This design comes from an exercise in tuning for a short achievable clock period and few clock cycles on the open sky130 flow, not from production work. The RTL was checked by simulation tests, not by an equivalence proof against the original design.

==> inputs of build 71 <==
==> flow/design.v <==
module cache #(
    parameter int INDEX_BITS = 5
) (
    input  logic        clk,
    input  logic        rst,
    input  logic        cpu_req,
    input  logic        cpu_we,
    input  logic [31:0] cpu_addr,
    input  logic [31:0] cpu_wdata,
    output logic [31:0] cpu_rdata,
    output logic        cpu_ready,
    output logic        mem_req,
    output logic        mem_we,
    output logic [31:0] mem_addr,
    output logic [31:0] mem_wdata,
    input  logic [31:0] mem_rdata,
    input  logic        mem_ready
);
    localparam int LINES    = 1 << INDEX_BITS;
    localparam int TAG_BITS = 28 - INDEX_BITS;
    logic                  idle_q;       
    logic                  hitdone_q;    
    logic                  rf_q;         
    logic                  rlast_q;      
    logic [1:0]            off_q;        
    logic                  hitdone_o_q, rf_o_q, rlast_o_q;
    logic [1:0]            off_o_q;
    logic [LINES-1:0]      valid_q;
    logic [TAG_BITS-1:0]   tag_q  [LINES];
    logic [31:0]           data_q [LINES][4];
    logic [LINES-1:0]      idx_oh_q;     
    logic [31:0]           rdo_q;        
    logic [LINES-1:0]      pend_line_q;  
    logic [3:0]            pend_wo_q;    
    logic [31:0]           pend_data_q;
    logic [TAG_BITS-1:0]   addr_tag;
    logic [INDEX_BITS-1:0] addr_index;
    logic [1:0]            addr_word;
    logic                  unused_addr_bits;
    assign addr_tag         = cpu_addr[31:4+INDEX_BITS];
    assign addr_index       = cpu_addr[3+INDEX_BITS:4];
    assign addr_word        = cpu_addr[3:2];
    assign unused_addr_bits = ^cpu_addr[1:0];
    logic hit, rd_start, xfer, conflict;
    logic [LINES-1:0] line_oh, match;
    logic [3:0]       word_oh;
    always_comb begin
        for (int i = 0; i < LINES; i++) begin
            line_oh[i] = addr_index == INDEX_BITS'(i);
            match[i]   = valid_q[i] && (tag_q[i] == addr_tag);
        end
        for (int w = 0; w < 4; w++) word_oh[w] = addr_word == 2'(w);
    end
    assign hit = |(line_oh & match);
    logic [4*LINES-1:0] sel;
    logic [31:0]        lvl1 [2*LINES];
    logic [31:0]        lvl2 [LINES/2];
    logic [31:0]        lvl3 [LINES/4];
    logic [31:0]        lvl4 [LINES/8];
    logic [31:0]        lvl5 [LINES/16];
    logic [31:0]        arr_word;
    cache_word_dec #(.INDEX_BITS(INDEX_BITS)) u_dec (
        .index(addr_index), .word(addr_word), .sel(sel)
    );
    for (genvar k = 0; k < 2 * LINES; k++) begin : g_l1
        cache_ao22n u_ao (
            .a0(data_q[(2*k)/4][(2*k)%4]), .s0(sel[2*k]),
            .a1(data_q[(2*k+1)/4][(2*k+1)%4]), .s1(sel[2*k+1]),
            .y(lvl1[k])
        );
    end
    for (genvar k = 0; k < LINES / 2; k++) begin : g_l2
        cache_nand4 u_nd (
            .a(lvl1[4*k]), .b(lvl1[4*k+1]), .c(lvl1[4*k+2]), .d(lvl1[4*k+3]), .y(lvl2[k])
        );
    end
    for (genvar k = 0; k < LINES / 4; k++) begin : g_l3
        cache_nor2 u_nr (.a(lvl2[2*k]), .b(lvl2[2*k+1]), .y(lvl3[k]));
    end
    for (genvar k = 0; k < LINES / 8; k++) begin : g_l4
        cache_nand2 u_nd (.a(lvl3[2*k]), .b(lvl3[2*k+1]), .y(lvl4[k]));
    end
    for (genvar k = 0; k < LINES / 16; k++) begin : g_l5
        cache_nor2 u_nr (.a(lvl4[2*k]), .b(lvl4[2*k+1]), .y(lvl5[k]));
    end
    cache_nand2 u_l6 (.a(lvl5[0]), .b(lvl5[1]), .y(arr_word));
    assign conflict = (|(pend_line_q & line_oh)) && (|(pend_wo_q & word_oh));
    assign rd_start = idle_q & cpu_req & ~cpu_we & ~conflict;
    assign mem_req   = rf_o_q | (cpu_req & cpu_we);
    assign mem_we    = cpu_we;
    assign mem_addr  = {cpu_addr[31:4], addr_word ^ off_o_q, 2'b00};
    assign mem_wdata = cpu_wdata;
    assign cpu_ready = hitdone_o_q | (mem_ready & (rlast_o_q | cpu_we));
    assign cpu_rdata = rdo_q;
    assign xfer = mem_req & mem_ready;
    logic       idle_d, hitdone_d, rf_d, rlast_d;
    logic [1:0] off_d;
    assign idle_d    = (idle_q & ~rd_start) | hitdone_q | (rlast_q & mem_ready);
    assign hitdone_d = rd_start & hit;
    assign rf_d      = (rd_start & ~hit) | (rf_q & ~(rlast_q & mem_ready));
    assign off_d     = (rf_q & mem_ready) ? {off_q[0], ~off_q[1]} : off_q;
    assign rlast_d   = (rf_q & mem_ready) ? (off_q == 2'd3) : rlast_q;
    always_ff @(posedge clk) begin
        hitdone_o_q <= ~rst & hitdone_d;
        rf_o_q      <= ~rst & rf_d;
        rlast_o_q   <= ~rst & rlast_d;
        off_o_q     <= rst ? 2'd0 : off_d;
    end
    always_ff @(posedge clk or posedge rst) begin
        if (rst) begin
            idle_q    <= 1'b1;
            hitdone_q <= 1'b0;
            rf_q      <= 1'b0;
            rlast_q   <= 1'b0;
            off_q     <= 2'd0;
            valid_q   <= '0;
            pend_line_q <= '0;
        end else begin
            idle_q    <= idle_d;
            hitdone_q <= hitdone_d;
            rf_q      <= rf_d;
            off_q     <= off_d;
            rlast_q   <= rlast_d;
            pend_line_q <= line_oh & {LINES{xfer & (rf_q | hit)}};
            for (int i = 0; i < LINES; i++)
                if (rf_q && idx_oh_q[i]) valid_q[i] <= rlast_q & mem_ready;
        end
    end
    always_ff @(posedge clk) begin
        idx_oh_q <= LINES'(1) << addr_index;
        rdo_q <= arr_word;
        if (xfer) begin
            for (int w = 0; w < 4; w++) pend_wo_q[w] <= (addr_word ^ off_q) == 2'(w);
            pend_data_q <= cpu_we ? cpu_wdata : mem_rdata;
        end
        for (int i = 0; i < LINES; i++) begin
            if (rf_q && idx_oh_q[i]) tag_q[i] <= addr_tag;
            for (int w = 0; w < 4; w++)
                if (pend_line_q[i] && pend_wo_q[w])
                    data_q[i][w] <= pend_data_q;
        end
    end
endmodule
module cache_word_dec #(
    parameter int INDEX_BITS = 5
) (
    input  logic [INDEX_BITS-1:0]          index,
    input  logic [1:0]                     word,
    output logic [4*(1<<INDEX_BITS)-1:0]   sel
);
    always_comb
        for (int k = 0; k < 4 * (1 << INDEX_BITS); k++)
            sel[k] = {index, word} == (INDEX_BITS+2)'(k);
endmodule
module cache_ao22n (
    input  logic [31:0] a0,
    input  logic        s0,
    input  logic [31:0] a1,
    input  logic        s1,
    output logic [31:0] y
);
    assign y = ~((a0 & {32{s0}}) | (a1 & {32{s1}}));
endmodule
module cache_nand4 (
    input  logic [31:0] a, b, c, d,
    output logic [31:0] y
);
    assign y = ~(a & b & c & d);
endmodule
module cache_nor2 (
    input  logic [31:0] a, b,
    output logic [31:0] y
);
    assign y = ~(a | b);
endmodule
module cache_nand2 (
    input  logic [31:0] a, b,
    output logic [31:0] y
);
    assign y = ~(a & b);
endmodule
==> flow/flow/run.sh <==
#!/bin/bash
# Own layout flow: the standard ORFS flow (standard.sh, unchanged synthesis,
# floorplan, power grid, placement, CTS and routing), with one addition: the
# control ports and the word-select address bits are pinned side by side
# (flow/io.tcl), so the short input-to-output paths between them stay short.
set -uo pipefail
if bash standard.sh IO_CONSTRAINTS="$PWD/flow/io.tcl" finish > flow_pinned.log 2>&1; then
  exit 0
fi
# place_pins can fail to fit a pin group; then lay out without the pin groups.
rm -rf orfs
rm -f out/final.def
bash standard.sh finish > flow_plain.log 2>&1
==> flow/flow/io.tcl <==
# Pin groups: ports joined by a short input-to-output path sit side by side.
set_io_pin_constraint -group -order -pin_names {cpu_req mem_req cpu_we mem_we mem_ready cpu_ready}
set_io_pin_constraint -group -order -pin_names {cpu_addr[2] mem_addr[2]}
set_io_pin_constraint -group -order -pin_names {cpu_addr[3] mem_addr[3]}
==> flow/standard.sh <==
#!/bin/bash
# synth_recipe.tcl (not shown) runs the flow's synth.tcl, then flattens the netlist and writes it again
# the make line also repeats each setting of config.mk as NAME=value (left out here)
make -C /OpenROAD-flow-scripts/flow DESIGN_CONFIG=/design/flow/config.mk WORK_HOME=/design/flow/orfs CLKGATE_MAP_FILE= SYNTH_SCRIPT=/design/flow/synth_recipe.tcl "${@:-finish}"
==> flow/config.mk <==
export PLATFORM = sky130hd
export DESIGN_NAME = cache
export DESIGN_NICKNAME = cache
export VERILOG_FILES = /design/flow/design.v
export SDC_FILE = /design/flow/constraint.sdc
export NUM_CORES = 4
export LEC_CHECK = 0
export ABC_CLOCK_PERIOD_IN_PS = 3000
export CAP_MARGIN = 20
export CORE_MARGIN = 2
export CORE_UTILIZATION = 50
export SETUP_SLACK_MARGIN = 3.8
export SLEW_MARGIN = 20
export SYNTH_HIERARCHICAL = 1
export SYNTH_MINIMUM_KEEP_SIZE = 0
export TNS_END_PERCENT = 100
==> flow/constraint.sdc <==
create_clock -name core_clock -period 7.0 [get_ports {clk}]
set_input_delay 1.4000 -clock core_clock [delete_from_list [all_inputs] [get_ports {clk}]]
set_output_delay 1.4000 -clock core_clock [all_outputs]
set_load 0.01 [all_outputs]
==> inputs of build 49, as changes to build 71 <==
--- a/flow/design.v
+++ b/flow/design.v
@@ -150,5 +150,29 @@
 );
+    localparam int HI = INDEX_BITS - 2;
+    logic [(1<<HI)-1:0] hi_n;
+    logic [15:0]        lo_n;
+    cache_predec_n #(.BITS(HI)) u_hi (.a(index[INDEX_BITS-1:2]), .y_n(hi_n));
+    cache_predec_n #(.BITS(4))  u_lo (.a({index[1:0], word}), .y_n(lo_n));
+    cache_sel_nor  #(.HI(HI))   u_sel (.hi_n(hi_n), .lo_n(lo_n), .sel(sel));
+endmodule
+module cache_predec_n #(
+    parameter int BITS = 3
+) (
+    input  logic [BITS-1:0]       a,
+    output logic [(1<<BITS)-1:0]  y_n
+);
     always_comb
-        for (int k = 0; k < 4 * (1 << INDEX_BITS); k++)
-            sel[k] = {index, word} == (INDEX_BITS+2)'(k);
+        for (int k = 0; k < (1 << BITS); k++)
+            y_n[k] = a != BITS'(k);
+endmodule
+module cache_sel_nor #(
+    parameter int HI = 3
+) (
+    input  logic [(1<<HI)-1:0]     hi_n,
+    input  logic [15:0]            lo_n,
+    output logic [16*(1<<HI)-1:0]  sel
+);
+    always_comb
+        for (int k = 0; k < 16 * (1 << HI); k++)
+            sel[k] = ~(hi_n[k / 16] | lo_n[k % 16]);
 endmodule
- SETUP_SLACK_MARGIN: 3.8 -> 4.8
==> impl_metrics.prom <==
# TYPE chip_impl_metric gauge
chip_impl_info{name="run_status",value="timing/DRC/antenna clean"} 1
chip_impl_metric{name="post-route-period-util",unit="%"} 48.2
chip_impl_metric{name="post-route-worst-setup-slack",unit="ns"} 3.63
chip_impl_metric{name="maxSlewViolCount",unit=""} 0
chip_impl_info{name="netlist_top_cells_count",value="4868 x edfxtp_1, 2072 x a22oi_1, 903 x nand4_1"} 1
chip_impl_metric{name="p_sw_share",unit="%"} 22.2
chip_impl_metric{name="number_of_distinct_library_cell_variants_in_the_gate_level_netlist_after_synthesis",unit=""} 61
That was build 71.
==> impl_metrics.prom <==
# TYPE chip_impl_metric gauge
chip_impl_info{name="list_of_failed_layout_checks",value="slew limit"} 1
chip_impl_metric{name="cp_data_arrival_time",unit="ns"} 2.03
chip_impl_metric{name="p_sw_share",unit="%"} 22.7
chip_impl_metric{name="maxSlewViolCount",unit=""} 24
chip_impl_metric{name="number_of_distinct_library_cell_variants_in_the_gate_level_netlist_after_synthesis",unit=""} 62
chip_impl_metric{name="final-nonclk-buf-share",unit="%"} 6.95
chip_impl_info{name="netlist_top_cells_count",value="4868 x edfxtp_1, 2072 x a22oi_1, 903 x nand4_1"} 1
chip_impl_metric{name="post-synth-top-area-fraction",unit="%"} 77.8
chip_impl_info{name="run_status",value="finished with violations"} 1
chip_impl_metric{name="post-route-worst-setup-slack",unit="ns"} 3.57
chip_impl_metric{name="power_per_cell_area",unit="mW/mm2"} 284
chip_impl_metric{name="register_area",unit="mm2"} 0.149
That was build 49.
Testbench counts of build 71, summed over its fixed seeds: cycles 108,744.
Testbench counts of build 49, summed over its fixed seeds: cycles 108,744.

## port drivers added, routing unchanged
The flow's constraints put no driver on any port. The routed layouts listed below were extracted and timed again, unchanged, in two steps.
Step 1: set_driving_cell puts a clkbuf_16 on clk and a buf_2 on each other input, an assumption about the parent block.
Step 2 moves the port delays by t, midway between the first and last clock arrival at a register: inputs arrive t later, outputs are due t later. That takes back most of the time a late clock gives input paths.
Three values: ideal, step 1, step 2; two values: the first two.
run	shift t [ns]	setup WS [ns]	hold slack, ns	clock arrival spread, ns	slew at the worst register clock pin (ns)
build 71	1.150	3.628 / 3.559 / 2.409	0.482 / 0.482 / 0.482	0.050 / 0.050	0.06 / 0.06
build 49	1.136	3.568 / 3.421 / 2.531	0.461 / 0.461 / 0.461	0.062 / 0.062	0.07 / 0.07
For build 71, which loses most, drivers alone change the setup slack by -0.069 ns; drivers and shift together by -1.219 ns.
